Background: an optimization exercise with open tools, aiming at small area, a short achievable clock period and few clock cycles per item. Do not read the settings as production practice.
Only simulation tests tie the RTL to the original design; equivalence was not proved.
Power figures rest on the tool's default switching activity, not on a simulated workload.

## v46
==> flow/design.v <==
module pattern_encoder #(
    parameter int INDEX_WIDTH = 32,
    parameter int ADDR_WIDTH  = 48,
    parameter int DATA_WIDTH  = 64
) (
    input  logic                   clk,
    input  logic                   rst,
    input  logic                   start,
    input  logic [ADDR_WIDTH-1:0]  start_addr,
    input  logic                   index_push,
    input  logic [INDEX_WIDTH-1:0] row,
    input  logic [INDEX_WIDTH-1:0] col,
    output logic                   index_stall,
    input  logic                   finish,
    output logic                   wr_req,
    input  logic                   wr_stall,
    output logic [ADDR_WIDTH-1:0]  wr_addr,
    output logic [DATA_WIDTH-1:0]  wr_data,
    output logic                   done,
    output logic [ADDR_WIDTH-1:0]  word_count
);
    localparam int IW = INDEX_WIDTH;
    localparam int VW = IW + 1;              
    localparam int LW = 6;                   
    localparam int CW = 1 + LW + VW;         
    localparam int BW = DATA_WIDTH - 1 + CW;       
    localparam int FW = 7;                   
    localparam int KR = 10;                  
    localparam int KC = CW - 2 * (1 + LW) - KR;    
    function automatic logic [LW-1:0] bitlen(input logic [VW-1:0] v);
        logic [LW-1:0] n;
        n = '0;
        for (int i = 0; i < VW; i++)
            if (v[i]) n = LW'(i + 1);
        bitlen = n;
    endfunction
    function automatic logic [3:0] msb(input logic [KR-1:0] v);
        logic [3:0] n;
        n = '0;
        for (int i = 0; i < KR; i++)
            if (v[i]) n = 4'(i);
        msb = n;
    endfunction
    function automatic logic [LW-1:0] codelen(input logic [VW-1:0] v);
        logic [LW-1:0] n;
        n = LW'(7);
        for (int i = 0; i < VW; i++)
            if (v[i]) n = LW'(i + 8);
        codelen = n;
    endfunction
    logic          active_q;      
    logic          first_q;       
    logic [IW-1:0] lrow_q, lcol_q;    
    logic          s0_v_q, s0_f_q;    
    logic          s0_rc_q;           
    logic          s0_bc_q;           
    logic [IW-1:0] s0_vr_q;
    logic [VW-1:0] s0_vc_q;
    logic          s1_v_q, s1_end_q;
    logic [CW-1:0] s1_code_q;
    logic [LW-1:0] s1_len_q;
    logic [BW-1:0]         buf_q;
    logic [FW-1:0]         fill_q;       
    logic                  fl_q;         
    logic                  wr_req_q, done_q;
    logic [ADDR_WIDTH-1:0] addr_q, cnt_q;
    logic room, pack, adv1, s0_last, adv0, take_pair;
    assign room    = !fill_q[6];
    assign pack    = s1_v_q && room;
    assign adv1    = !s1_v_q || room;
    assign s0_last = adv1 && !s0_rc_q;
    assign adv0    = !(s0_v_q || s0_f_q) || s0_last;
    assign index_stall = s0_v_q && !s0_last;
    assign take_pair   = index_push && !index_stall;
    logic          ru, sh;
    logic [IW-1:0] vr;
    logic [VW-1:0] vc;
    assign ru = row != lrow_q;
    assign sh = (row[IW-1:KR] == lrow_q[IW-1:KR]) && (col[IW-1:KC-1] == '0);
    assign vr = row - lrow_q;
    assign vc = (ru || first_q) ? {1'b0, col} + VW'(1)
                                : {1'b0, col - lcol_q};
    logic [LW-1:0] wr, wc;
    logic [CW-1:0] code, both;
    logic [LW-1:0] wrs, wcs;
    logic [LW-1:0] len;
    assign wr   = bitlen({1'b0, s0_vr_q});
    assign wc   = bitlen(s0_vc_q);
    assign wrs  = bitlen(VW'(s0_vr_q[KR-1:0]));
    assign wcs  = bitlen(VW'(s0_vc_q[KC-1:0]));
    assign both = CW'({s0_vr_q[KR-1:0], wrs, 1'b1})
                | (CW'({s0_vc_q[KC-1:0], wcs, 1'b0, 8'b0})
                   << msb(s0_vr_q[KR-1:0]));
    assign code = !s0_v_q              ? CW'(1)
                : s0_rc_q              ? CW'({s0_vr_q, wr, 1'b1})
                : s0_bc_q              ? both
                :                        {s0_vc_q, wc, 1'b0};
    assign len  = !s0_v_q              ? LW'(7)
                : s0_rc_q              ? codelen({1'b0, s0_vr_q})
                : s0_bc_q              ? codelen(VW'(s0_vr_q[KR-1:0]))
                                         + codelen(VW'(s0_vc_q[KC-1:0]))
                :                        codelen(s0_vc_q);
    logic [FW-1:0] hp, h;
    logic          full, fl, wr_next, done_next;
    logic [FW-1:0] fill_next;
    logic [BW-1:0] base, app;
    assign hp        = FW'(fill_q[5:0]) + FW'(s1_len_q);
    assign h         = pack ? hp : fill_q;
    assign full      = h[6];
    assign fl        = fl_q || (pack && s1_end_q);
    assign wr_next   = !wr_stall && (full || fl);
    assign done_next = wr_next && fl && (h <= FW'(DATA_WIDTH));
    assign fill_next = !wr_next ? h : full ? {1'b0, h[5:0]} : '0;
    assign base      = wr_req_q ? (buf_q >> DATA_WIDTH)
                     : (fill_q != '0) ? buf_q : '0;
    assign app       = pack ? (BW'(s1_code_q) << fill_q[5:0]) : '0;
    always_ff @(posedge clk or posedge rst) begin
        if (rst) begin
            active_q <= 1'b0;
            first_q  <= 1'b0;
            s0_v_q   <= 1'b0;
            s0_f_q   <= 1'b0;
            s0_rc_q  <= 1'b0;
            s1_v_q   <= 1'b0;
            s1_end_q <= 1'b0;
            fill_q   <= '0;
            fl_q     <= 1'b0;
            wr_req_q <= 1'b0;
            done_q   <= 1'b0;
            cnt_q    <= '0;
        end else begin
            if (start) begin
                active_q <= 1'b1;
                first_q  <= 1'b1;
                cnt_q    <= '0;
            end else begin
                if (done_next) active_q <= 1'b0;
                if (take_pair) first_q <= 1'b0;
                if (wr_next)   cnt_q    <= cnt_q + ADDR_WIDTH'(1);
            end
            if (adv0) begin
                s0_v_q  <= index_push;
                s0_f_q  <= finish || (s0_v_q && s0_f_q);
                s0_rc_q <= index_push && ru && !sh;
            end else if (adv1) begin
                s0_rc_q <= 1'b0;
            end
            if (adv1) begin
                s1_v_q   <= s0_v_q || s0_f_q;
                s1_end_q <= !s0_v_q && s0_f_q;
            end
            fill_q   <= fill_next;
            fl_q     <= fl && !done_next;
            wr_req_q <= wr_next;
            done_q   <= done_next;
        end
    end
    always_ff @(posedge clk) begin
        if (take_pair) begin
            s0_vr_q <= vr;
            s0_vc_q <= vc;
            s0_bc_q <= ru && sh;
        end
        if (start) begin
            lrow_q <= '0;
        end else if (take_pair) begin
            lrow_q <= row;
        end
        if (take_pair) lcol_q <= col;
        if (adv1) begin
            s1_code_q <= code;
            s1_len_q  <= len;
        end
        buf_q <= base | app;
        if (start)         addr_q <= start_addr;
        else if (wr_req_q) addr_q <= addr_q + ADDR_WIDTH'(DATA_WIDTH / 8);
    end
    assign wr_req     = wr_req_q;
    assign wr_addr    = addr_q;
    assign wr_data    = buf_q[DATA_WIDTH-1:0];
    assign done       = done_q;
    assign word_count = cnt_q;
endmodule
clock: 7.0 ns
lec_check: 0
cap_margin: 20
core_margin: 2
core_utilization: 60
cts_cluster_diameter: 100
cts_cluster_size: 20
place_density: 0.7
setup_slack_margin: 3.5
slew_margin: 20
standard.sh (not shown) runs the stock make flow with config.mk's settings and CLKGATE_MAP_FILE= SYNTH_SCRIPT=/design/flow/synth_recipe.tcl, a recipe that flattens the netlist after the stock synthesis.
==> flow/flow/run.sh <==
#!/bin/bash
export BUFFER_PORTS_ARGS="-buffer_cell sky130_fd_sc_hd__buf_1"
bash standard.sh > standard.log 2>&1
v46 completed; timing, DRC and antenna clean
Testbench counts of v46, summed over its fixed seeds: cycles 17,280, items 14,352.
--- input diff v46..v59 ---
# v46
export LEC_CHECK = 0
export CAP_MARGIN = 20
export CORE_MARGIN = 2
export CORE_UTILIZATION = 60
export CTS_CLUSTER_DIAMETER = 100
export CTS_CLUSTER_SIZE = 20
export PLACE_DENSITY = 0.7
export SETUP_SLACK_MARGIN = 3.5
export SLEW_MARGIN = 20
create_clock -name core_clock -period 7.0 [get_ports {clk}]
# v59
export LEC_CHECK = 0
export CAP_MARGIN = 20
export CORE_MARGIN = 2
export CORE_UTILIZATION = 66
export CTS_CLUSTER_DIAMETER = 100
export CTS_CLUSTER_SIZE = 20
export PLACE_DENSITY = 0.76
export SETUP_SLACK_MARGIN = 3.5
export SLEW_MARGIN = 20
create_clock -name core_clock -period 7.0 [get_ports {clk}]
==> flow/flow/run.sh <==
#!/bin/bash
export BUFFER_PORTS_ARGS="-buffer_cell sky130_fd_sc_hd__buf_2"
bash standard.sh > standard.log 2>&1
### Flow results
v59 against v46: number of post-CTS setup repair buffers saw an increase, worst path required time increased by 0.05 ns relative to the old numbers, die area lost 8.9%.
Between v46 and v59, portion of total power attributed to the clock network decreased.
Here is what was changed in the inputs of v38 compared with v59.
# v59
export LEC_CHECK = 0
export CAP_MARGIN = 20
export CORE_MARGIN = 2
export CORE_UTILIZATION = 66
export CTS_CLUSTER_DIAMETER = 100
export CTS_CLUSTER_SIZE = 20
export PLACE_DENSITY = 0.76
export SETUP_SLACK_MARGIN = 3.5
export SLEW_MARGIN = 20
create_clock -name core_clock -period 7.0 [get_ports {clk}]
# v38
export LEC_CHECK = 0
export CAP_MARGIN = 20
export CORE_MARGIN = 2
export CORE_UTILIZATION = 60
export CTS_CLUSTER_DIAMETER = 100
export CTS_CLUSTER_SIZE = 20
export PLACE_DENSITY = 0.7
export SETUP_SLACK_MARGIN = 3.5
export SLEW_MARGIN = 20
export TNS_END_PERCENT = 30
create_clock -name core_clock -period 7.0 [get_ports {clk}]
[summary]
The count of placed standard cells in the final layout, fillers left out number comes out higher for v38 vs v59. Combinational cell power: v38 vs v59 down about 2%. Delta (v38 minus v59): synthesized netlist cell count shows no meaningful change, total sequential power went up, number of antenna violations at the first check in global routing saw an increase, floorplan core area went up 3500 um2. Of the two values seen for origin of the worst setup path, row[0] was produced by v59 and col[0] by v38. [v38] row count rose 3 relative to v59. Wire length of the first global-routing pass ended up 2.8% higher on v38 than on v59. The core of v38 is less densely filled than that of v59.
Changes in v55 relative to v38:
# v38
export LEC_CHECK = 0
export CAP_MARGIN = 20
export CORE_MARGIN = 2
export CORE_UTILIZATION = 60
export CTS_CLUSTER_DIAMETER = 100
export CTS_CLUSTER_SIZE = 20
export PLACE_DENSITY = 0.7
export SETUP_SLACK_MARGIN = 3.5
export SLEW_MARGIN = 20
export TNS_END_PERCENT = 30
create_clock -name core_clock -period 7.0 [get_ports {clk}]
# v55
export LEC_CHECK = 0
export CAP_MARGIN = 20
export CORE_MARGIN = 2
export CORE_UTILIZATION = 60
export CTS_CLUSTER_DIAMETER = 100
export CTS_CLUSTER_SIZE = 20
export PLACE_DENSITY = 0.7
export SETUP_SLACK_MARGIN = 3.5
export SLEW_MARGIN = 20
create_clock -name core_clock -period 7.0 [get_ports {clk}]
- Compared with v38, placement density in the core of v55 is higher.
- v55 reports a higher worst setup slack than v38 does.
- Wire length of the first global-routing pass: lower on v38
- Any difference in leakage power between v55 and v38 is small enough to ignore.
- Design area: v38 vs v55 — no meaningful difference
- Summary — layout-stage area growth over the synthesis result, v55 relative to v38: higher, by 0.30 points.
- Between v55 and v38, the number of top-level design ports does not differ in any meaningful way.
- Looking at minimum clock period after layout across both flows, v55 is the stronger of the two, with v38 trailing.
- In terms of clock network area share, v38 and v55 differ only marginally.
- v55 vs. v38: maximum frequency went up by 0.0028 GHz.
- For the worst setup slack before clock tree synthesis, v55 came in 0.17 ns higher than v38 did.

-- port drivers added, routing unchanged --
The results above use ideal ports. As a check the final layouts listed here were re-extracted and re-timed, cells and wires unchanged. Step 1 sets driving cells, clkbuf_16 on the clock port and buf_2 on the other inputs (assumed; they add their load-dependent delay and slew). Step 2 times the ports against the registers' clock, not the clock port: input delays grow and output delays shrink by t, the midpoint of the rising clock arrivals with the driver on. Slacks: ideal ports / drivers / drivers and shift; pairs: ideal ports / drivers.
run	shift t [ns]	setup WS [ns]	hold WS [ns]
v46	0.641	3.473 / 3.497 / 2.856	0.456 / 0.456 / 0.456
v59	0.635	3.510 / 3.508 / 2.873	0.458 / 0.458 / 0.458
v38	0.638	3.478 / 3.508 / 2.870	0.460 / 0.460 / 0.460
v55	0.634	3.512 / 3.517 / 2.883	0.458 / 0.458 / 0.458
After both steps every run listed still meets setup and hold. The setup slack of v59, which loses most, moves by -0.002 ns with the drivers and by -0.637 ns with both steps.
